Source: an optimization exercise on an open RTL-to-GDS flow (aim: small area, a short achievable clock period and few clock cycles per item). Production flows keep margins and buffers that such runs may drop. Only simulation tests tie the RTL to the original design; equivalence was not proved. Power and IR drop assume default switching activity.

==> design.v <==
package sdida_pkg;
    localparam int NUM_SLOTS = 256;
    localparam int SLOT_W    = $clog2(NUM_SLOTS);
    localparam int CNT_W     = $clog2(NUM_SLOTS + 1);
    localparam int ID_W      = 8;
    localparam int OWNER_W   = 16;
    typedef enum logic {
        REQ_ALLOC   = 1'b0,
        REQ_RELEASE = 1'b1
    } req_type_t;
    typedef enum logic [1:0] {
        STAT_OK      = 2'd0,
        STAT_FULL    = 2'd1,
        STAT_INVALID = 2'd2
    } status_t;
    typedef enum logic [1:0] {
        ST_IDLE,
        ST_OWN,
        ST_FREE,
        ST_RESP
    } state_t;
endpackage
module sticky_device_id_allocator_unit (
    input  logic        clk,
    input  logic        rst_n,
    input  logic        s_tvalid,
    output logic        s_tready,
    input  logic [23:0] s_tdata,    
    input  logic        s_tuser,    
    output logic        m_tvalid,
    input  logic        m_tready,
    output logic [15:0] m_tdata     
);
    localparam int NS      = sdida_pkg::NUM_SLOTS;
    localparam int SLOT_W  = sdida_pkg::SLOT_W;
    localparam int CNT_W   = sdida_pkg::CNT_W;
    localparam int OWNER_W = sdida_pkg::OWNER_W;
    localparam int RES_W   = 11;    
    logic               req_v;
    logic               req_rel;
    logic [OWNER_W-1:0] req_data;    
    logic               proc;
    logic               ob_v0, ob_v1;
    logic [RES_W-1:0]   ob_d0, ob_d1;
    logic [RES_W-1:0]   res;
    assign proc     = req_v & ~(ob_v0 & ob_v1);
    assign s_tready = ~req_v | ~(ob_v0 & ob_v1);
    always_ff @(posedge clk or negedge rst_n)
    begin
        if (!rst_n)
        begin
            req_v <= 1'b0;
        end
        else if (s_tready)
        begin
            req_v <= s_tvalid;
        end
    end
    always_ff @(posedge clk)
    begin
        if (s_tready && s_tvalid)
        begin
            req_rel  <= s_tuser;
            req_data <= s_tuser ? {8'd0, s_tdata[23:16]}
                                : {s_tdata[7:0], s_tdata[12:8], s_tdata[15:13]};
        end
    end
    logic [OWNER_W-1:0] key [NS];
    logic [NS-1:0]      held;
    logic [CNT_W-1:0]   rec_cnt;
    logic [15:0] hi_lt, hi_eq, lo_lt;
    logic [NS-1:0] rec;
    always_comb
    begin
        for (int j = 0; j < 16; j++)
        begin
            hi_lt[j] = rec_cnt[8] | (4'(j) < rec_cnt[7:4]);
            hi_eq[j] = ~rec_cnt[8] & (4'(j) == rec_cnt[7:4]);
            lo_lt[j] = (4'(j) < rec_cnt[3:0]);
        end
    end
    for (genvar i = 0; i < NS; i++)
    begin : g_rec
        assign rec[i] = hi_lt[i/16] | (hi_eq[i/16] & lo_lt[i%16]);
    end
    logic [NS-1:0] match;
    for (genvar i = 0; i < NS; i++)
    begin : g_match
        assign match[i] = rec[i] & (key[i] == req_data);
    end
    logic             any_match;
    logic [SLOT_W-1:0] match_id;
    always_comb
    begin
        any_match = |match;
        match_id  = '0;
        for (int i = 0; i < NS; i++)
        begin
            if (match[i])
            begin
                match_id = match_id | SLOT_W'(i);
            end
        end
    end
    logic [15:0]       grp_free;
    logic [15:0]       grp_first;
    logic [NS-1:0]     loc_first;
    logic [NS-1:0]     first_free;
    logic              any_free;
    logic [3:0]        grp_id;
    logic [3:0]        loc_id [16];
    logic [SLOT_W-1:0] free_id;
    always_comb
    begin
        for (int g = 0; g < 16; g++)
        begin
            logic seen;
            grp_free[g] = ~&held[16*g +: 16];
            seen = 1'b0;
            loc_id[g] = '0;
            for (int j = 0; j < 16; j++)
            begin
                loc_first[16*g + j] = ~held[16*g + j] & ~seen;
                seen = seen | ~held[16*g + j];
            end
            for (int j = 0; j < 16; j++)
            begin
                if (loc_first[16*g + j])
                begin
                    loc_id[g] = loc_id[g] | 4'(j);
                end
            end
        end
        begin
            logic seen;
            seen   = 1'b0;
            grp_id = '0;
            for (int g = 0; g < 16; g++)
            begin
                grp_first[g] = grp_free[g] & ~seen;
                seen = seen | grp_free[g];
            end
            for (int g = 0; g < 16; g++)
            begin
                if (grp_first[g])
                begin
                    grp_id = grp_id | 4'(g);
                end
            end
        end
        any_free = |grp_free;
        for (int i = 0; i < NS; i++)
        begin
            first_free[i] = grp_first[i/16] & loc_first[i];
        end
        free_id = '0;
        for (int g = 0; g < 16; g++)
        begin
            if (grp_first[g])
            begin
                free_id = free_id | {4'(g), loc_id[g]};
            end
        end
    end
    logic          do_alloc, do_release, do_claim;
    logic [NS-1:0] rel_dec;
    assign do_alloc   = proc & ~req_rel;
    assign do_release = proc & req_rel;
    assign do_claim   = do_alloc & ~any_match;
    always_comb
    begin
        for (int i = 0; i < NS; i++)
        begin
            rel_dec[i] = (req_data[SLOT_W-1:0] == SLOT_W'(i));
        end
    end
    for (genvar i = 0; i < NS; i++)
    begin : g_slot
        logic wr;
        assign wr = do_claim & first_free[i];
        always_ff @(posedge clk)
        begin
            if (wr)
            begin
                key[i] <= req_data;
            end
        end
        always_ff @(posedge clk or negedge rst_n)
        begin
            if (!rst_n)
            begin
                held[i] <= 1'b0;
            end
            else
            begin
                held[i] <= (held[i] & ~(do_release & rel_dec[i])) | (do_alloc & match[i]) | wr;
            end
        end
    end
    always_ff @(posedge clk or negedge rst_n)
    begin
        if (!rst_n)
        begin
            rec_cnt <= '0;
        end
        else if (do_claim && any_free && !rec_cnt[8] && free_id == rec_cnt[7:0])
        begin
            rec_cnt <= rec_cnt + 1'b1;
        end
    end
    always_comb
    begin
        if (req_rel)
        begin
            res = {1'b0, sdida_pkg::STAT_OK, 8'd0};
        end
        else if (any_match)
        begin
            res = {1'b1, sdida_pkg::STAT_OK, match_id};
        end
        else if (any_free)
        begin
            res = {1'b0, sdida_pkg::STAT_OK, free_id};
        end
        else
        begin
            res = {1'b0, sdida_pkg::STAT_FULL, 8'd0};
        end
    end
    logic pop;
    assign pop = ob_v0 & m_tready;
    always_ff @(posedge clk or negedge rst_n)
    begin
        if (!rst_n)
        begin
            ob_v0 <= 1'b0;
            ob_v1 <= 1'b0;
        end
        else
        begin
            ob_v0 <= (ob_v0 & ~pop) | ob_v1 | proc;
            ob_v1 <= (ob_v1 & ~pop) | (proc & ob_v0 & ~(pop & ~ob_v1));
        end
    end
    always_ff @(posedge clk)
    begin
        if (!ob_v0 || pop)
        begin
            ob_d0 <= ob_v1 ? ob_d1 : res;
        end
        if (proc && ob_v0 && !(pop && !ob_v1))
        begin
            ob_d1 <= res;
        end
    end
    assign m_tvalid = ob_v0;
    assign m_tdata  = {5'd0, ob_d0};
endmodule
==> constraint.sdc <==
create_clock -name core_clock -period 5.5 [get_ports {clk}]
set_input_delay 1.1000 -clock core_clock [delete_from_list [all_inputs] [get_ports {clk}]]
set_output_delay 1.1000 -clock core_clock [all_outputs]
set_load 0.01 [all_outputs]
==> config.mk <==
export PLATFORM = sky130hd
export DESIGN_NAME = sticky_device_id_allocator_unit
export DESIGN_NICKNAME = sticky_device_id_allocator_unit
export VERILOG_FILES = /design/flow/design.v
export SDC_FILE = /design/flow/constraint.sdc
export NUM_CORES = 4
export LEC_CHECK = 0
export CAP_MARGIN = 20
export CELL_PAD_IN_SITES_DETAIL_PLACEMENT = 1
export CELL_PAD_IN_SITES_GLOBAL_PLACEMENT = 2
export CORE_MARGIN = 2
export CORE_UTILIZATION = 30
export PLACE_DENSITY = 0.45
export SLEW_MARGIN = 20
export SYNTH_MEMORY_MAX_BITS = 8192
==> run.sh <==
#!/bin/bash
# synth_recipe.tcl (not shown) runs the flow's synth.tcl, then flattens the netlist and writes it again
# the make line also repeats each setting of config.mk as NAME=value (left out here)
make -C /OpenROAD-flow-scripts/flow DESIGN_CONFIG=/design/flow/config.mk WORK_HOME=/design/flow/orfs CLKGATE_MAP_FILE= SYNTH_SCRIPT=/design/flow/synth_recipe.tcl finish
==> summary.txt <==
[power breakdown]
part / total (mW) / switching, mW / internal [mW]
Sequential: 37.2 / 0.124 / 37.1
Clock: 35.8 / 15.3 / 20.5
Combinational: 9.96 / 6.52 / 3.44
Total: 83.0 / 21.9 / 61.1
[cells in the mapped netlist (62+ instances only)]
| cell | instances | area share |
|---|---|---|
| sky130_fd_sc_hd__xor2_1 | 3350 | 0.15 |
| sky130_fd_sc_hd__inv_1 | 62 | 0.0012 |
| sky130_fd_sc_hd__clkbuf_1 | 163 | 0.0031 |
| sky130_fd_sc_hd__dfrtp_1 | 268 | 0.034 |
| sky130_fd_sc_hd__a31oi_1 | 71 | 0.0023 |
| sky130_fd_sc_hd__a22oi_1 | 62 | 0.0024 |
| sky130_fd_sc_hd__and3_1 | 102 | 0.0033 |
| sky130_fd_sc_hd__nand2_1 | 423 | 0.0081 |
| sky130_fd_sc_hd__buf_4 | 361 | 0.014 |
| sky130_fd_sc_hd__nand3_1 | 176 | 0.0045 |
| sky130_fd_sc_hd__xnor2_1 | 761 | 0.034 |
| sky130_fd_sc_hd__edfxtp_1 | 4133 | 0.63 |
| sky130_fd_sc_hd__nand2b_1 | 87 | 0.0028 |
| sky130_fd_sc_hd__o21a_1 | 63 | 0.0024 |
| sky130_fd_sc_hd__o21ai_0 | 184 | 0.0047 |
| sky130_fd_sc_hd__a21oi_1 | 306 | 0.0078 |
| sky130_fd_sc_hd__buf_2 | 84 | 0.0021 |
| sky130_fd_sc_hd__nor4_1 | 1023 | 0.033 |
| sky130_fd_sc_hd__nor2_1 | 410 | 0.0078 |
| sky130_fd_sc_hd__buf_6 | 76 | 0.0044 |
| sky130_fd_sc_hd__o31ai_1 | 96 | 0.0037 |
| sky130_fd_sc_hd__nor3_1 | 228 | 0.0058 |
| sky130_fd_sc_hd__nand4_1 | 450 | 0.014 |
[layout by cell type (no fill, tap or decap), types with 60 or more instances in the layout]
cell type | Yosys | final
sky130_fd_sc_hd__a21oi_1 | 306 | 296
sky130_fd_sc_hd__a22oi_1 | 62 | 62
sky130_fd_sc_hd__a31oi_1 | 71 | 70
sky130_fd_sc_hd__and3_1 | 102 | 100
sky130_fd_sc_hd__buf_12 | 0 | 545
sky130_fd_sc_hd__buf_16 | 0 | 60
sky130_fd_sc_hd__buf_4 | 361 | 1561
sky130_fd_sc_hd__clkbuf_1 | 163 | 132
sky130_fd_sc_hd__clkbuf_16 | 0 | 613
sky130_fd_sc_hd__clkinv_1 | 0 | 114
sky130_fd_sc_hd__clkinv_2 | 0 | 75
sky130_fd_sc_hd__dfrtp_1 | 268 | 265
sky130_fd_sc_hd__edfxtp_1 | 4133 | 4133
sky130_fd_sc_hd__inv_1 | 62 | 61
sky130_fd_sc_hd__nand2_1 | 423 | 409
sky130_fd_sc_hd__nand2b_1 | 87 | 86
sky130_fd_sc_hd__nand3_1 | 176 | 168
sky130_fd_sc_hd__nand4_1 | 450 | 450
sky130_fd_sc_hd__nor2_1 | 410 | 316
sky130_fd_sc_hd__nor2_2 | 3 | 70
sky130_fd_sc_hd__nor3_1 | 228 | 96
sky130_fd_sc_hd__nor3_4 | 4 | 110
sky130_fd_sc_hd__nor4_1 | 1023 | 926
sky130_fd_sc_hd__o21a_1 | 63 | 63
sky130_fd_sc_hd__o21ai_0 | 184 | 177
sky130_fd_sc_hd__o31ai_1 | 96 | 96
sky130_fd_sc_hd__xnor2_1 | 761 | 761
sky130_fd_sc_hd__xor2_1 | 3350 | 3328
[routing by layer]
metal / track usage / share of wire
met2: 0.418 / 0.45
met4: 0.0896 / 0.038
met5: 0 / 0.000064
met3: 0.0361 / 0.049
met1: 0.377 / 0.46
[state kept, by name, summed over array words and instances, names as in the netlist]
name / flops
req_v: 1
key: 4096
held: 256
ob_v1: 1
ob_v0: 1
ob_d1: 10
req_data: 16
ob_d0: 10
rec_cnt: 9
req_rel: 1
[worst min-delay path by stage]
stage,start,slack [ps],end,cells after the start
3_5_place_dp,held[5],530,held[5],1
2_1_floorplan,held[5],490,held[5],1
6_report,held[5],540,held[5],1
4_1_cts,m_tready,460,ob_v1,2
3_3_place_gp,held[5],520,held[5],1
5_1_grt,m_tready,540,ob_v1,2
[repair_timing]
item / in CTS / in global routing
hold buffers: 1 / 0
setup endpoints to repair: 4365 / 3949
cloned: 22 / 59
buffers inserted: 88 / 293
endpoints found under the hold margin: 1 / 0
resized for setup: 121 / 231
pin swaps: 40 / 65
[kinds of logic (layout without fill, tap and decap cells)]
family | after synthesis | in the layout
compound gates | 1038 | 1038
fa+ha+maj | 3 | 3
flops | 4401 | 4401
xor+xnor | 4111 | 4111
mux | 19 | 19
buf+inv | 757 | 3394
simple gates | 3171 | 3172
other cells | 1 | 45
[area by class of cell]
type	count	area, um^2	share of cell area
Tap cell	8671	10800	0.0432
Clock buffer	695	14500	0.0576
Inverter	62	236	0.000941
Clock inverter	283	3140	0.0125
Timing Repair Buffer	2354	27600	0.110
Antenna cell	39	97.6	0.000388
Multi-Input combinational cell	8349	64000	0.255
Sequential cell	4401	131000	0.521
[per-stage QoR]
| step | utilization | setup TNS [ps] | hold slack (ps) | power, mW |
|---|---|---|---|---|
| after floorplan | - | -7502040 | 494 | 42.4 |
| after global placement | 0.346 | -4092980 | 522 | 46.8 |
| after detailed placement | 0.347 | -3090280 | 527 | 46.9 |
| after CTS | 0.377 | -106660 | 461 | 83.4 |
| after global routing | 0.385 | -57870 | 543 | 85.7 |
| final | 0.385 | -90040 | 543 | 83.0 |
==> summary.md <==
| Metric | Value |
|---|---|
| Status | complete, but fails checks |
| SO Viols | negative setup slack |
| Nets@finish | approximately 16000 |
| Post-Syn Instances | around 14000 |
| Placement row count | slightly below 300 |
| Category of the most critical setup path | flip-flop to flip-flop |
| Clk Latency, worst-skew pair | 1120 ps |
| Achievable frequency | 0.176 GHz |
| Global-route wire length before repair | about 1200000 um |
| Routed wire length | between 900000 and 1000000 um |
| Router iterations before antenna repair | 7 |
| Num ports | 47 |
| Worst setup path endpoint | key[158][0] |
| Post-Synthesis Cell Area | ~200000 um^2 |
| Maximum ir drop on the vdd rail | ~0.00031 V |
| Reg2reg end | key[158][0] |
| Largest net degree at the start of global routing | 115 |
| Final-report hold violation count | 0 |
| Total via count after detailed routing | 129000 |
| Number of routed nets with antenna violations | 0 |
| Delay of the slowest cell on the worst path | ~930 ps |
| Effective utilization at floorplan | 0.301 |
| Dominant combinational cell family by area after synthesis | XOR/XNOR gates |
| Worst Setup Start Kind | flip-flop |
| Setup violation total in the final timing report | about 1500 |
| DRC Markers | 0 |
| TritonCTS buffer count | 550 |
| Placed standard-cell area | approximately 230000 um^2 |
| Share of post-route cells with drive strength above 1 | 0.220 |
| Shortest period the worst path allows | 5690 ps |
| Vias/cell | between 5 and 6 |
| Post-placement worst setup slack | -1290 ps |
| Library cell appearing most often on the critical path | sky130_fd_sc_hd__buf_4 |
| Synthesized area per cell | roughly 15 um^2 |
| Setup repair after global routing missed its margin | yes |
| Post-synth EDFFs | just over 4000 |
| Routability cong. | about 1 |
| Logic depth of the worst register-to-register path | 22 |
| Non-filler cells, final | 24900 |
| Pwr Density | around 330 nW/um^2 |
| List of cells traversed by the critical path | buf_4 -> nand2b_1 -> buf_4 -> nor3_2 -> buf_4 -> a21oi_1 -> buf_4 -> o32ai_2 -> nor4_1 -> buf_4 -> nand4_1 -> buf_4 -> nor4_4 -> nand2_4 -> nor2_4 -> buf_12 -> nand2_4 -> buf_16 -> buf_12 -> buf_4 -> nor3_4 -> buf_12 |
| Post-synthesis compound-gate area fraction | 0.0337 |
| Worst-margin pin slew | approximately 1400 ps |
| Buffers from clock root to sink, at most | 4 |
| Sinks on the clock net | 4401 |
| CP delay by family, top | buffers and inverters |
| Data required time at the worst endpoint | 6340 ps |
| CTS tree | done |
| Number of placed cells counting well taps | between 20000 and 25000 |
| Number of inserted filler cells in the final layout | ~66000 |
| Global-route total usage across every layer | 0.266 |
| Cell type of the slowest stage on the worst timing path | sky130_fd_sc_hd__nor3_2 |
| Port Buffer Count | 40 |
| Vias in the first global route | ~130k |
| Worst max-slew margin expressed relative to the limit | 0.0975 |
| Congestion Overflow GR | 0 |
| Number of DRC markers after the initial detailed-route iteration | 11600 |
| Post-Synth Simple-Gate Area | 0.0899 |
| Layout Skew | 57.6 ps |
| Total die area | 661000 um^2 |
| Reg clk slew, reported paths | 50 ps |
| Worst setup margin | -188 ps |
| Total leakage power | roughly 87 nW |
| Buffers plus inverters on the worst setup path | 11 |
| Instance count on the critical path | 22 |
| Ys async rst share | 0.0609 |
| Number of maximum-capacitance constraint violations | 0 |
| Signed area change from the synthesized netlist to the final layout | 28.1% |
| Initial antenna violation count | 108 |
| Reg-to-reg critical path startpoint | rec_cnt[4] |
| Kind of end point of the critical path | flip-flop |
| Worst min-delay path class | flip-flop to flip-flop |
| H-tree Lvls | 6 |
| Number of distinct standard cells referenced by the synthesized netlist | 90 |
| Start point of the critical path | rec_cnt[4] |
| Crit path max fanout | 16 |
| Warnings from Yosys | 3 |
| Final Cycle Share | 1.03 |
| Root Driver | sky130_fd_sc_hd__clkbuf_16 |
| Average wire per cell in the routed design | 37.3 um |
| Share of the yosys chip area belonging to registers | 0.667 |
| Horiz. Die Dim | 813 um |
| Standard cell core area | about 650000 um^2 |
| Proportion of synthesized area in mux cells | 0.00111 |
| Worst R2R Setup Slack | -190 ps |
| Most used flip-flop cell after synthesis | sky130_fd_sc_hd__edfxtp_1 |
| Xor and xnor fraction of the mapped netlist area | 0.184 |
| Slew Viols, Final | 0 |
| Final std cell area, no fill | around 250000 um^2 |
| Placed wire-length estimate | ~650000 um |
| Height of the chip | ~800 um |
| Crit path DAT | around 6500 ps |
| Adder and majority gate portion of the synthesized area | 0.000191 |
| Post-synthesis register bit count | 4401 |
Testbench counts, summed over its fixed seeds: cycles 9,616, items 9,600.

## port drivers added, routing unchanged
The flow's constraints put no driver on any port. The routed layout listed below was extracted and timed again, unchanged, in two steps. Step 1 sets driving cells, clkbuf_16 on the clock port and buf_2 on the other inputs (assumed; they add their load-dependent delay and slew). Step 2 adds t to the input delays and takes it off the output delays; t is the mean of the earliest and latest rising clock arrival at the registers after step 1. Input paths then give back, and output paths get back, about the clock's delay inside the block. Three values: no drivers, after step 1, after step 2; two values: the first two.
shift t [ns]: 1.232
slack for setup (ns): -0.188 / -0.188 / -0.188
worst setup path after step 2: register to register
For this run, drivers alone change the setup slack by 0.000 ns; drivers and shift together by 0.000 ns.
